Context: an optimization exercise on an open-source flow, tuned for small area. The choices shown serve that exercise and are no tape-out recipe. Function was checked by simulation only, so behaviour that the tests miss may differ from the original. Power figures rest on the tool's default switching activity, not on a simulated workload.

==> design/flow/design.v <==
`default_nettype none
package dstk_pkg;
  localparam int unsigned STACK_DEPTH = 16;
  localparam int unsigned CNT_W       = $clog2(STACK_DEPTH + 1);
  localparam int unsigned VALUE_W  = 32;
  localparam int unsigned DEPTH_W  = 5;
  localparam int unsigned CMD_W    = 2;
  localparam int unsigned STATUS_W = 2;
  localparam int unsigned IN_RAW_W  = CMD_W + VALUE_W;
  localparam int unsigned IN_W      = ((IN_RAW_W + 7) / 8) * 8;
  localparam int unsigned OUT_RAW_W = STATUS_W + 2 * (VALUE_W + DEPTH_W);
  localparam int unsigned OUT_W     = ((OUT_RAW_W + 7) / 8) * 8;
  typedef enum logic [CMD_W-1:0] {
    CMD_PUSH        = 2'd0,
    CMD_POP         = 2'd1,
    CMD_MAIN_TO_AUX = 2'd2,
    CMD_AUX_TO_MAIN = 2'd3
  } cmd_e;
  typedef enum logic [STATUS_W-1:0] {
    ST_DONE  = 2'd0,
    ST_EMPTY = 2'd1,
    ST_FULL  = 2'd2
  } status_e;
  typedef struct packed {
    logic push;
    logic pop;
  } dstk_op_t;
  typedef struct packed {
    logic [VALUE_W-1:0] top;
    logic [CNT_W-1:0]   count;
    logic               empty;
    logic               full;
  } dstk_view_t;
endpackage
`default_nettype wire
`default_nettype none
module dstk_stack (
  input  wire logic               clk_i,
  input  wire logic               rst_ni,
  input  dstk_pkg::dstk_op_t      op_i,
  input  wire logic [dstk_pkg::VALUE_W-1:0] data_i,
  output dstk_pkg::dstk_view_t   cur_o,
  output logic [dstk_pkg::VALUE_W-1:0]      nxt_top_o,
  output logic [dstk_pkg::CNT_W-1:0]        nxt_count_o
);
  localparam int unsigned SecIdx = (dstk_pkg::STACK_DEPTH > 1) ? 1 : 0;
  logic [dstk_pkg::VALUE_W-1:0] ent_q [dstk_pkg::STACK_DEPTH];
  logic [dstk_pkg::VALUE_W-1:0] ent_d [dstk_pkg::STACK_DEPTH];
  logic [dstk_pkg::CNT_W-1:0]   cnt_q;
  logic [dstk_pkg::CNT_W-1:0]   cnt_d;
  always_comb begin
    for (int i = 0; i < dstk_pkg::STACK_DEPTH; i++) begin
      ent_d[i] = ent_q[i];
      if (op_i.push) begin
        ent_d[i] = (i == 0) ? data_i : ent_q[(i == 0) ? 0 : i - 1];
      end else if (op_i.pop && (i < dstk_pkg::STACK_DEPTH - 1)) begin
        ent_d[i] = ent_q[(i < dstk_pkg::STACK_DEPTH - 1) ? i + 1 : i];
      end
    end
  end
  always_comb begin
    cnt_d     = cnt_q;
    nxt_top_o = (cnt_q != '0) ? ent_q[0] : '0;
    if (op_i.push) begin
      cnt_d     = cnt_q + dstk_pkg::CNT_W'(1);
      nxt_top_o = data_i;
    end else if (op_i.pop) begin
      cnt_d     = cnt_q - dstk_pkg::CNT_W'(1);
      nxt_top_o = (cnt_q > dstk_pkg::CNT_W'(1)) ? ent_q[SecIdx] : '0;
    end
  end
  always_ff @(posedge clk_i or negedge rst_ni) begin
    if (!rst_ni) begin
      cnt_q <= '0;
    end else begin
      cnt_q <= cnt_d;
    end
  end
  always_ff @(posedge clk_i) begin
    if (op_i.push || op_i.pop) begin
      for (int i = 0; i < dstk_pkg::STACK_DEPTH; i++) begin
        ent_q[i] <= ent_d[i];
      end
    end
  end
  assign nxt_count_o = cnt_d;
  assign cur_o.top   = ent_q[0];
  assign cur_o.count = cnt_q;
  assign cur_o.empty = (cnt_q == '0);
  assign cur_o.full  = (cnt_q == dstk_pkg::CNT_W'(dstk_pkg::STACK_DEPTH));
endmodule
`default_nettype wire
`default_nettype none
module dual_stack_with_transfer (
  input  wire logic             clk_i,
  input  wire logic             rst_ni,
  input  wire logic             s_axis_tvalid_i,
  output logic                  s_axis_tready_o,
  input  wire logic [dstk_pkg::IN_W-1:0]  s_axis_tdata_i,
  output logic                  m_axis_tvalid_o,
  input  wire logic             m_axis_tready_i,
  output logic [dstk_pkg::OUT_W-1:0]      m_axis_tdata_o
);
  dstk_pkg::cmd_e in_cmd;
  logic [dstk_pkg::VALUE_W-1:0] in_value;
  logic               in_acc;
  assign in_cmd   = dstk_pkg::cmd_e'(s_axis_tdata_i[dstk_pkg::CMD_W-1:0]);
  assign in_value = s_axis_tdata_i[dstk_pkg::CMD_W +: dstk_pkg::VALUE_W];
  assign in_acc   = s_axis_tvalid_i && s_axis_tready_o;
  dstk_pkg::dstk_op_t main_op;
  dstk_pkg::dstk_op_t aux_op;
  logic [dstk_pkg::VALUE_W-1:0] main_data;
  logic [dstk_pkg::VALUE_W-1:0] aux_data;
  dstk_pkg::dstk_view_t main_cur;
  dstk_pkg::dstk_view_t aux_cur;
  logic [dstk_pkg::VALUE_W-1:0] main_nxt_top;
  logic [dstk_pkg::VALUE_W-1:0] aux_nxt_top;
  logic [dstk_pkg::CNT_W-1:0]   main_nxt_cnt;
  logic [dstk_pkg::CNT_W-1:0]   aux_nxt_cnt;
  dstk_pkg::status_e status;
  dstk_stack u_main (
    .clk_i       (clk_i),
    .rst_ni      (rst_ni),
    .op_i        (main_op),
    .data_i      (main_data),
    .cur_o       (main_cur),
    .nxt_top_o   (main_nxt_top),
    .nxt_count_o (main_nxt_cnt)
  );
  dstk_stack u_aux (
    .clk_i       (clk_i),
    .rst_ni      (rst_ni),
    .op_i        (aux_op),
    .data_i      (aux_data),
    .cur_o       (aux_cur),
    .nxt_top_o   (aux_nxt_top),
    .nxt_count_o (aux_nxt_cnt)
  );
  always_comb begin
    main_op   = '0;
    aux_op    = '0;
    status    = dstk_pkg::ST_DONE;
    main_data = (in_cmd == dstk_pkg::CMD_PUSH) ? in_value : aux_cur.top;
    aux_data  = main_cur.top;
    case (in_cmd)
      dstk_pkg::CMD_PUSH: begin
        if (main_cur.full) begin
          status = dstk_pkg::ST_FULL;
        end else begin
          main_op.push = in_acc;
        end
      end
      dstk_pkg::CMD_POP: begin
        if (main_cur.empty) begin
          status = dstk_pkg::ST_EMPTY;
        end else begin
          main_op.pop = in_acc;
        end
      end
      dstk_pkg::CMD_MAIN_TO_AUX: begin
        if (main_cur.empty) begin
          status = dstk_pkg::ST_EMPTY;
        end else if (aux_cur.full) begin
          status = dstk_pkg::ST_FULL;
        end else begin
          main_op.pop = in_acc;
          aux_op.push = in_acc;
        end
      end
      dstk_pkg::CMD_AUX_TO_MAIN: begin
        if (aux_cur.empty) begin
          status = dstk_pkg::ST_EMPTY;
        end else if (main_cur.full) begin
          status = dstk_pkg::ST_FULL;
        end else begin
          aux_op.pop   = in_acc;
          main_op.push = in_acc;
        end
      end
      default: begin
        status = dstk_pkg::ST_DONE;
      end
    endcase
  end
  logic                 out_vld_q;
  logic [dstk_pkg::OUT_RAW_W-1:0] out_q;
  logic [dstk_pkg::OUT_RAW_W-1:0] out_d;
  assign s_axis_tready_o = !out_vld_q || m_axis_tready_i;
  assign out_d = {dstk_pkg::DEPTH_W'(aux_nxt_cnt), aux_nxt_top,
                  dstk_pkg::DEPTH_W'(main_nxt_cnt), main_nxt_top, status};
  always_ff @(posedge clk_i or negedge rst_ni) begin
    if (!rst_ni) begin
      out_vld_q <= 1'b0;
    end else if (in_acc) begin
      out_vld_q <= 1'b1;
    end else if (m_axis_tready_i) begin
      out_vld_q <= 1'b0;
    end
  end
  always_ff @(posedge clk_i) begin
    if (in_acc) begin
      out_q <= out_d;
    end
  end
  assign m_axis_tvalid_o = out_vld_q;
  assign m_axis_tdata_o  = {(dstk_pkg::OUT_W - dstk_pkg::OUT_RAW_W)'(0), out_q};
endmodule
`default_nettype wire
==> design/flow/run.sh <==
#!/bin/bash
# synth_recipe.tcl (not shown) runs the flow's synth.tcl, then flattens the netlist and writes it again
# the make line also repeats each setting of config.mk as NAME=value (left out here)
make -C /OpenROAD-flow-scripts/flow DESIGN_CONFIG=/design/flow/config.mk WORK_HOME=/design/flow/orfs CLKGATE_MAP_FILE= SYNTH_SCRIPT=/design/flow/synth_recipe.tcl finish
==> design/flow/config.mk <==
export PLATFORM = sky130hd
export DESIGN_NAME = dual_stack_with_transfer
export DESIGN_NICKNAME = dual_stack_with_transfer
export VERILOG_FILES = /design/flow/design.v
export SDC_FILE = /design/flow/constraint.sdc
export NUM_CORES = 4
export LEC_CHECK = 0
export CAP_MARGIN = 20
export CORE_MARGIN = 2
export CORE_UTILIZATION = 40
export SLEW_MARGIN = 20
==> design/flow/constraint.sdc <==
create_clock -name core_clock -period 5.0 [get_ports {clk_i}]
set_input_delay 1.0000 -clock core_clock [delete_from_list [all_inputs] [get_ports {clk_i}]]
set_output_delay 1.0000 -clock core_clock [all_outputs]
set_load 0.01 [all_outputs]
==> flow_summary.ini <==
[synth]
synthCells = 4385
yosysUniqueCellTypes = 48
ys_top_cells_by_area = edfxtp_1 (71%), nand2_1 (22%), a221o_1 (1.4%)
yosys_warnings = 4
syn_area_um2 = 46790
synth_top_area_share = 0.7059
synth_flop_cell = edfxtp_1
synth_top_cell_by_area = edfxtp_1
async_reset_ff_frac = 0.009901
netlist_top_cells_count = nand2_1 (2767), edfxtp_1 (1100), buf_2 (118)
synth.most_common_cell = nand2_1
synth_area_per_cell_um2 = 10.67
ys_seq_area_frac = 0.7118
synth_seq_cells = 1111
synth_edf_count = 1100

[placement]
dpl.hpwl_um = 56040
gp_routability_congestion = 0.7468
place_ws_ps = 650.2
io_buffers = 115

[sta]
slew_headroom = 0.3056
finalCritPeriodShare = 0.7701
fmax_ghz = 0.2597
rsz0062_at_grt = no
drv_slew = 0
fin_skew_ps = 27.65
hold_viol = 0
fin_hold_ws_ps = 438.8
fin_tns_setup_ps = 0
worst_slew_pin_slew_ps = 1042
min_period_ps = 3851
finalSetupViolCount = 0
layout_setup_ws_ps = 1149

[clocking]
root_buffer = clkbuf_16
cts_resized = 0
clk_latency_ps = 690
cts_buffers = 114
cts.sinks = 1111
htreeDepth = 3
clockBufferDepth = 3
post-cts-setup-buffers = 0
hold_buffers = 0
path_clk_slew_ps = 60
tritoncts = done

[drt]
via_per_inst = 4.924
ant_nets = 0
routed_wirelength_um = 95940
firstDrtPassIters = 6
wl_per_cell_um = 15.84
drt_iter0_drc = 2929
drc = 0
vias = 29827

[die]
rows = 125
dieArea_um2 = 119700
die_w_um = 346.0
core_area_um2 = 116000
ioPinCount = 126
die_h_um = 346.0
initial_core_util = 0.4032

[layout]
final_core_util = 0.4576
drive_gt1_frac = 0.04985
diodes = 0
final_nets = 4494
area_growth_pct = 13.48

[flow_run]
cap_violations = 0

[min_path]
hold_class = reg -> reg

[worst_setup_path]
cp_max_fo = 193
end_kind = flip-flop
arrival_ps = 4280
cp-start-kind = flip-flop
path_class = reg -> reg
cp_data_required_time_ps = 5430

[global_routing]
grt_usage = 0.1557
grt_pass1_wl_um = 152200
first_global_vias = 28215
antenna_found_initial = 6
grt_max_degree = 194
overflow = 0

[power_and_ir_drop]
power_density_nw_per_um2 = 442.0
power.leakage_nw = 21.79
peakVddDrop_mv = 0.3020

[status]
outcome = timing/DRC/antenna clean
stage by stage:
step | cells | power (mW) | instance area, um2
2_1_floorplan | 4388 | 14.63 | 46840
3_3_place_gp | 5850 | 15.71 | 49690
3_5_place_dp | 5850 | 15.80 | 49690
4_1_cts | 6058 | 23.77 | 53100
5_1_grt | 6058 | 24.55 | 53100
6_report | 6058 | 23.47 | 53100
metal layers:
layer  wire length (um)  global-route usage  up-vias  part of all wire
met5                  0                   0        -                 0
li1                   -                   -    14647                 -
met1              46420              0.2310    14461              0.48
met4               1723             0.04073        0             0.018
met3               4624             0.02423      114             0.048
met2              43170              0.2386      605              0.45
cell type report:
type	instances	area, um2
clock buffer	143	3004
clock inverter	65	412.9
fill	10725	62940
inverter	7	41.29
multi-input combinational	3032	12510
sequential	1111	33310
tap	1524	1907
timing repair buffer	176	1922
power breakdown:
group          internal (mW)  total [mW]  switching [mW]
clock                   4.38        7.89            3.51
combinational           1.07        3.05            1.98
sequential              11.9        12.5           0.633
final timing paths:
check | slack [ps] | from | endpoint | cells past startpoint
worst max-delay path | 1150 | u_aux.cnt_q[0]$_DFF_PN0_ | out_q[24]$_DFFE_PP_ | 9
worst min-delay path | 440 | u_main.ent_q[14][22]$_DFFE_PP_ | u_main.ent_q[15][22]$_DFFE_PP_ | 0
worst max register to register | 1150 | u_aux.cnt_q[0]$_DFF_PN0_ | out_q[24]$_DFFE_PP_ | 9
worst min register to register | 440 | u_main.ent_q[14][22]$_DFFE_PP_ | u_main.ent_q[15][22]$_DFFE_PP_ | 0
max in group asynchronous | 3900 | rst_ni | u_main.cnt_q[1]$_DFF_PN0_ | 1
min in group asynchronous | 710 | rst_ni | out_vld_q$_DFFE_PN0P_ | 1
critical path, cell delays in order (launching register included):
cell and delay [ps]:
dfrtp_1 430, inv_1 140, ha_1 220, nor4b_4 370
o21ai_1 240, nand3_4 230, buf_12 490, buf_4 680
a21oi_1 140, a221o_1 300
layout by cell type, fill, tap and decap left out, types with 3 or more instances in the layout:
cell type        instances
nand2_1               2765
edfxtp_1              1100
clkbuf_16              116
clkdlybuf4s50_1        115
a221o_1                 64
a21o_1                  63
buf_4                   36
a21oi_1                 33
clkinv_1                33
and2_1                  31
clkbuf_1                27
buf_12                  25
clkinv_2                20
dfrtp_1                 11
ha_1                     8
inv_1                    5
nor2_1                   4
nor3_1                   4
nand3_1                  4
xor2_1                   4
xnor2_1                  4
o211ai_1                 4
conb_1                   4
nand2b_1                 3
or2_2                    3
clkinv_8                 3
bufinv_16                3
sequential cells by signal, indices dropped and copies added (netlist names):
signal and cells:
u_main.ent_q 512, u_aux.ent_q 512, out_vld_q 1, u_main.cnt_q 5, out_q 76, u_aux.cnt_q 5
cells by family (layout without fill, tap and decap cells):
logic type | count (synthesis) | count (layout) | synth area share
flip-flops | 1111 | 1111 | 0.7118
AND/OR/NAND/NOR | 2831 | 2831 | 0.2305
XOR/XNOR | 8 | 8 | 0.001497
buffers and inverters | 245 | 391 | 0.02316
other | 1 | 4 | 0.00008014
AO/OA/AOI/OAI | 181 | 181 | 0.03086
adder cells (fa/ha/maj) | 8 | 8 | 0.002139

afterwards: timing with drivers on the ports:
How much do the figures lean on ideal ports? The routed layout below was timed once more, with nothing changed but the port constraints.
Step 1 (the two cells are an assumption about what drives the block):
set clk [get_ports {clk_i}]
set_driving_cell -lib_cell sky130_fd_sc_hd__clkbuf_16 $clk
set_driving_cell -lib_cell sky130_fd_sc_hd__buf_2 [delete_from_list [all_inputs] $clk]
Step 2 moves the port delays by t, midway between the first and last clock arrival at a register: inputs arrive t later, outputs are due t later. That takes back most of the time a late clock gives input paths.
Slacks: ideal / step 1 / step 2; pairs: ideal / step 1.
shift t [ns]: 0.740
setup slack, ns: 1.149 / 1.149 / 0.445
clock arrival spread, ns: 0.030 / 0.030
After both steps this run still meets setup and hold. For this run, drivers alone change the setup slack by 0.000 ns; drivers and shift together by -0.704 ns.
